Context: an optimization exercise on an open-source flow, tuned for small area, a short achievable clock period and few clock cycles per item. The choices shown serve that exercise and are no tape-out recipe. Function was checked by simulation only, so behaviour that the tests miss may differ from the original.

Setup of main:
## mult_top
module mult_top #(
    parameter int OUT_DEPTH   = 4,
    parameter int OUT_CREDITS = 2
) (
    input  logic            clk,
    input  logic            arst_n,
    input  logic            op_valid,
    input  logic [63:0]     op,
    output logic            op_ready,
    output logic            res_valid,
    output logic [63:0]     res,
    input  logic            res_credit
);
    logic        rows_valid;
    logic        res_load;
    localparam int ROWS = 4;
    logic [ROWS*64-1:0] rows_d;
    mult_feeder #(
        .OUT_CREDITS (OUT_CREDITS)
    ) u_feeder (
        .clk        (clk),
        .arst_n     (arst_n),
        .op_valid   (op_valid),
        .op_ready   (op_ready),
        .rows_valid (rows_valid),
        .res_load   (res_load),
        .res_valid  (res_valid),
        .res_credit (res_credit)
    );
    mult_tree u_tree (
        .a (op[63:32]),
        .b (op[31:0]),
        .rows (rows_d)
    );
    mult_drain #(
        .ROWS (ROWS)
    ) u_drain (
        .clk      (clk),
        .rows_d   (rows_d),
        .res_load (res_load),
        .res      (res)
    );
endmodule
For scale: roughly 4000 cells after synthesis, roughly 33000 µm² of cells after synthesis.
export LEC_CHECK = 0
export ABC_AREA = 1
export CAP_MARGIN = 20
export CORE_MARGIN = 2
export CORE_UTILIZATION = 55
export GPL_TIMING_DRIVEN = 0
export SETUP_SLACK_MARGIN = 0.2
export SLEW_MARGIN = 20
create_clock -name core_clock -period 4.0 [get_ports {clk}]
standard.sh (not shown) runs the stock make flow with config.mk's settings and CLKGATE_MAP_FILE= SYNTH_SCRIPT=/design/flow/synth_recipe.tcl, a recipe that flattens the netlist after the stock synthesis.
==> flow/flow/run.sh <==
#!/bin/bash
# The standard layout, with two changes to how the netlist is buffered:
# the buffers that synthesis (abc) put in are taken out at floorplan, so the
# placer's repair builds the fanout trees, and the port buffers are buf_4
# cells rather than the delay cells buffer_ports picks by default. Every port
# still gets its own buffer. The full make output goes to standard.log; each
# ORFS step also keeps its own log under orfs/logs.
set -euo pipefail
export REMOVE_ABC_BUFFERS=1
export BUFFER_PORTS_ARGS="-buffer_cell sky130_fd_sc_hd__buf_4"
bash standard.sh finish > standard.log 2>&1
main did not stop at any stage, and its layout met the timing, DRC and antenna checks.
Testbench counts of main, summed over its fixed seeds: cycles 3,216, items 3,200.
Inputs modified between main and the feature branch:
- swapping 0.2 for 0.4 in SETUP_SLACK_MARGIN
Findings:
- main → the feature branch: cell area increased about 2%; core utilization increased 1.3 points.
- Summary of the comparison: worst path setup slack after routing is higher in the feature branch, relative to main.
- Delta (the feature branch minus main): number of iterations in the first detailed-routing pass +2, global-route usage ~0 delta, total wire length after detailed routing +about 2.5%.


Setup of old:
Another version of the RTL of mult_top (not shown whole).
Size: about 3,100 cells after synthesis, ~30,000 um2 of cells after synthesis.
Design mult_top, start of the top module:
module mult_top #(
    parameter int OUT_DEPTH   = 4,
    parameter int OUT_CREDITS = 2
) (
    input  logic            clk,
    input  logic            arst_n,
    input  logic            op_valid,
    input  logic [63:0]     op,
    output logic            op_ready,
    output logic            res_valid,
    output logic [63:0]     res,
    input  logic            res_credit
);
    logic        rows_valid;
    logic        res_load;
    localparam int ROWS = 4;
    logic [ROWS*64-1:0] rows_d;
    mult_feeder #(
        .OUT_CREDITS (OUT_CREDITS)
    ) u_feeder (
        .clk        (clk),
        .arst_n     (arst_n),
        .op_valid   (op_valid),
        .op_ready   (op_ready),
        .rows_valid (rows_valid),
        .res_load   (res_load),
        .res_valid  (res_valid),
        .res_credit (res_credit)
    );
    mult_tree u_tree (
        .a (op[63:32]),
        .b (op[31:0]),
        .rows (rows_d)
    );
    mult_drain #(
        .ROWS (ROWS)
    ) u_drain (
        .clk      (clk),
        .rows_d   (rows_d),
        .res_load (res_load),
        .res      (res)
    );
endmodule
export LEC_CHECK = 0
export ABC_AREA = 1
export CAP_MARGIN = 20
export CORE_MARGIN = 2
export CORE_UTILIZATION = 55
export GPL_TIMING_DRIVEN = 0
export SETUP_SLACK_MARGIN = 0.55
export SLEW_MARGIN = 20
create_clock -name core_clock -period 4.0 [get_ports {clk}]
==> flow/flow/run.sh <==
#!/bin/bash
# The standard layout with three changes to the netlist it lays out:
#  1. after the standard synthesis, flow/polarity.py removes the inverters
#     that synthesis left around full-adder cells (a full adder is self-dual,
#     so flipping its polarity changes no function); registers are untouched.
#  2. the buffers that synthesis (abc) put in are taken out at floorplan, so
#     the placer's repair builds the fanout trees.
#  3. the port buffers are buf_2 cells rather than the delay cells
#     buffer_ports picks by default. Every port still gets its own buffer.
# Each step writes its full output to a log of its own here (synth.log,
# polarity.log, standard.log); each ORFS step also keeps its log under
# orfs/logs.
set -euo pipefail
export REMOVE_ABC_BUFFERS=1
export BUFFER_PORTS_ARGS="-buffer_cell sky130_fd_sc_hd__buf_2"
bash standard.sh synth > synth.log 2>&1
R=orfs/results/${FLOW_PLATFORM}/mult_top/base
python3 flow/polarity.py $R/1_2_yosys.v $R/1_2_yosys_pol.v > polarity.log 2>&1
cp $R/1_2_yosys.v $R/1_2_yosys_std.v
cp $R/1_2_yosys_pol.v $R/1_2_yosys.v
rm -f $R/1_synth.odb $R/1_synth.sdc
bash standard.sh finish > standard.log 2>&1
Other scripts of this flow, unchanged in this note and not shown: flow/flow/polarity.py
Testbench counts of old, summed over its fixed seeds: cycles 3,216, items 3,200.
diff inputs: old => new
diff --git a/flow/config.mk b/flow/config.mk
--- a/flow/config.mk
+++ b/flow/config.mk
@@ -11,4 +11,5 @@
 export CORE_UTILIZATION = 55
 export GPL_TIMING_DRIVEN = 0
-export SETUP_SLACK_MARGIN = 0.55
+export SETUP_SLACK_MARGIN = 0.5
 export SLEW_MARGIN = 20
+export TNS_END_PERCENT = 30
Findings:
- new | stages: all done | timing, DRC, antenna: all pass
- There was hardly any difference in clock network contribution to total cell area between new and old.
- old -> new: global placer's final weighted congestion flat
- Maximum frequency sits lower in new than in old.
- new vs. old: setup slack has decreased, critical path depth rose 2.
- The detailed-route vias per instance of new falls short of that of old by 0.44%.
- new vs old: non-clock buffer total of the final layout down by a little under 10%
- Looking at worst path buffer plus inverter count across new and old, the one that comes out lower is old.

## separate check: timing with driven ports
Ports are ideal in the flow. The routed layouts listed here were re-timed in OpenROAD.
Step 1 (the two cells are an assumption about what drives the block):
set clk [get_ports {clk}]
set_driving_cell -lib_cell sky130_fd_sc_hd__clkbuf_16 $clk
set_driving_cell -lib_cell sky130_fd_sc_hd__buf_2 [delete_from_list [all_inputs] $clk]
Step 2 also shifts input and output timing later by t, the mid clock arrival at the registers, as if the neighbouring blocks saw the same clock.
Slacks: no drivers / after step 1 / after step 2; pairs: no drivers / after step 1.
run | t (ns) | setup WS [ns] | hold WS [ns] | worst setup path after step 2
main | 0.627 | 0.231 / 0.252 / -0.374 | 0.486 / 0.440 / 0.534 | input to register
the feature branch | 0.626 | 0.408 / 0.311 / -0.315 | 0.433 / 0.444 / 0.535 | input to register
old | 0.624 | 0.528 / 0.397 / -0.227 | 0.051 / 0.007 / 0.533 | input to register
new | 0.622 | 0.496 / 0.369 / -0.253 | 0.052 / 0.008 / 0.533 | input to register
Met with ideal ports but missed after step 2: setup timing in every run listed. For old, which loses most, drivers alone change the setup slack by -0.131 ns; drivers and shift together by -0.755 ns.
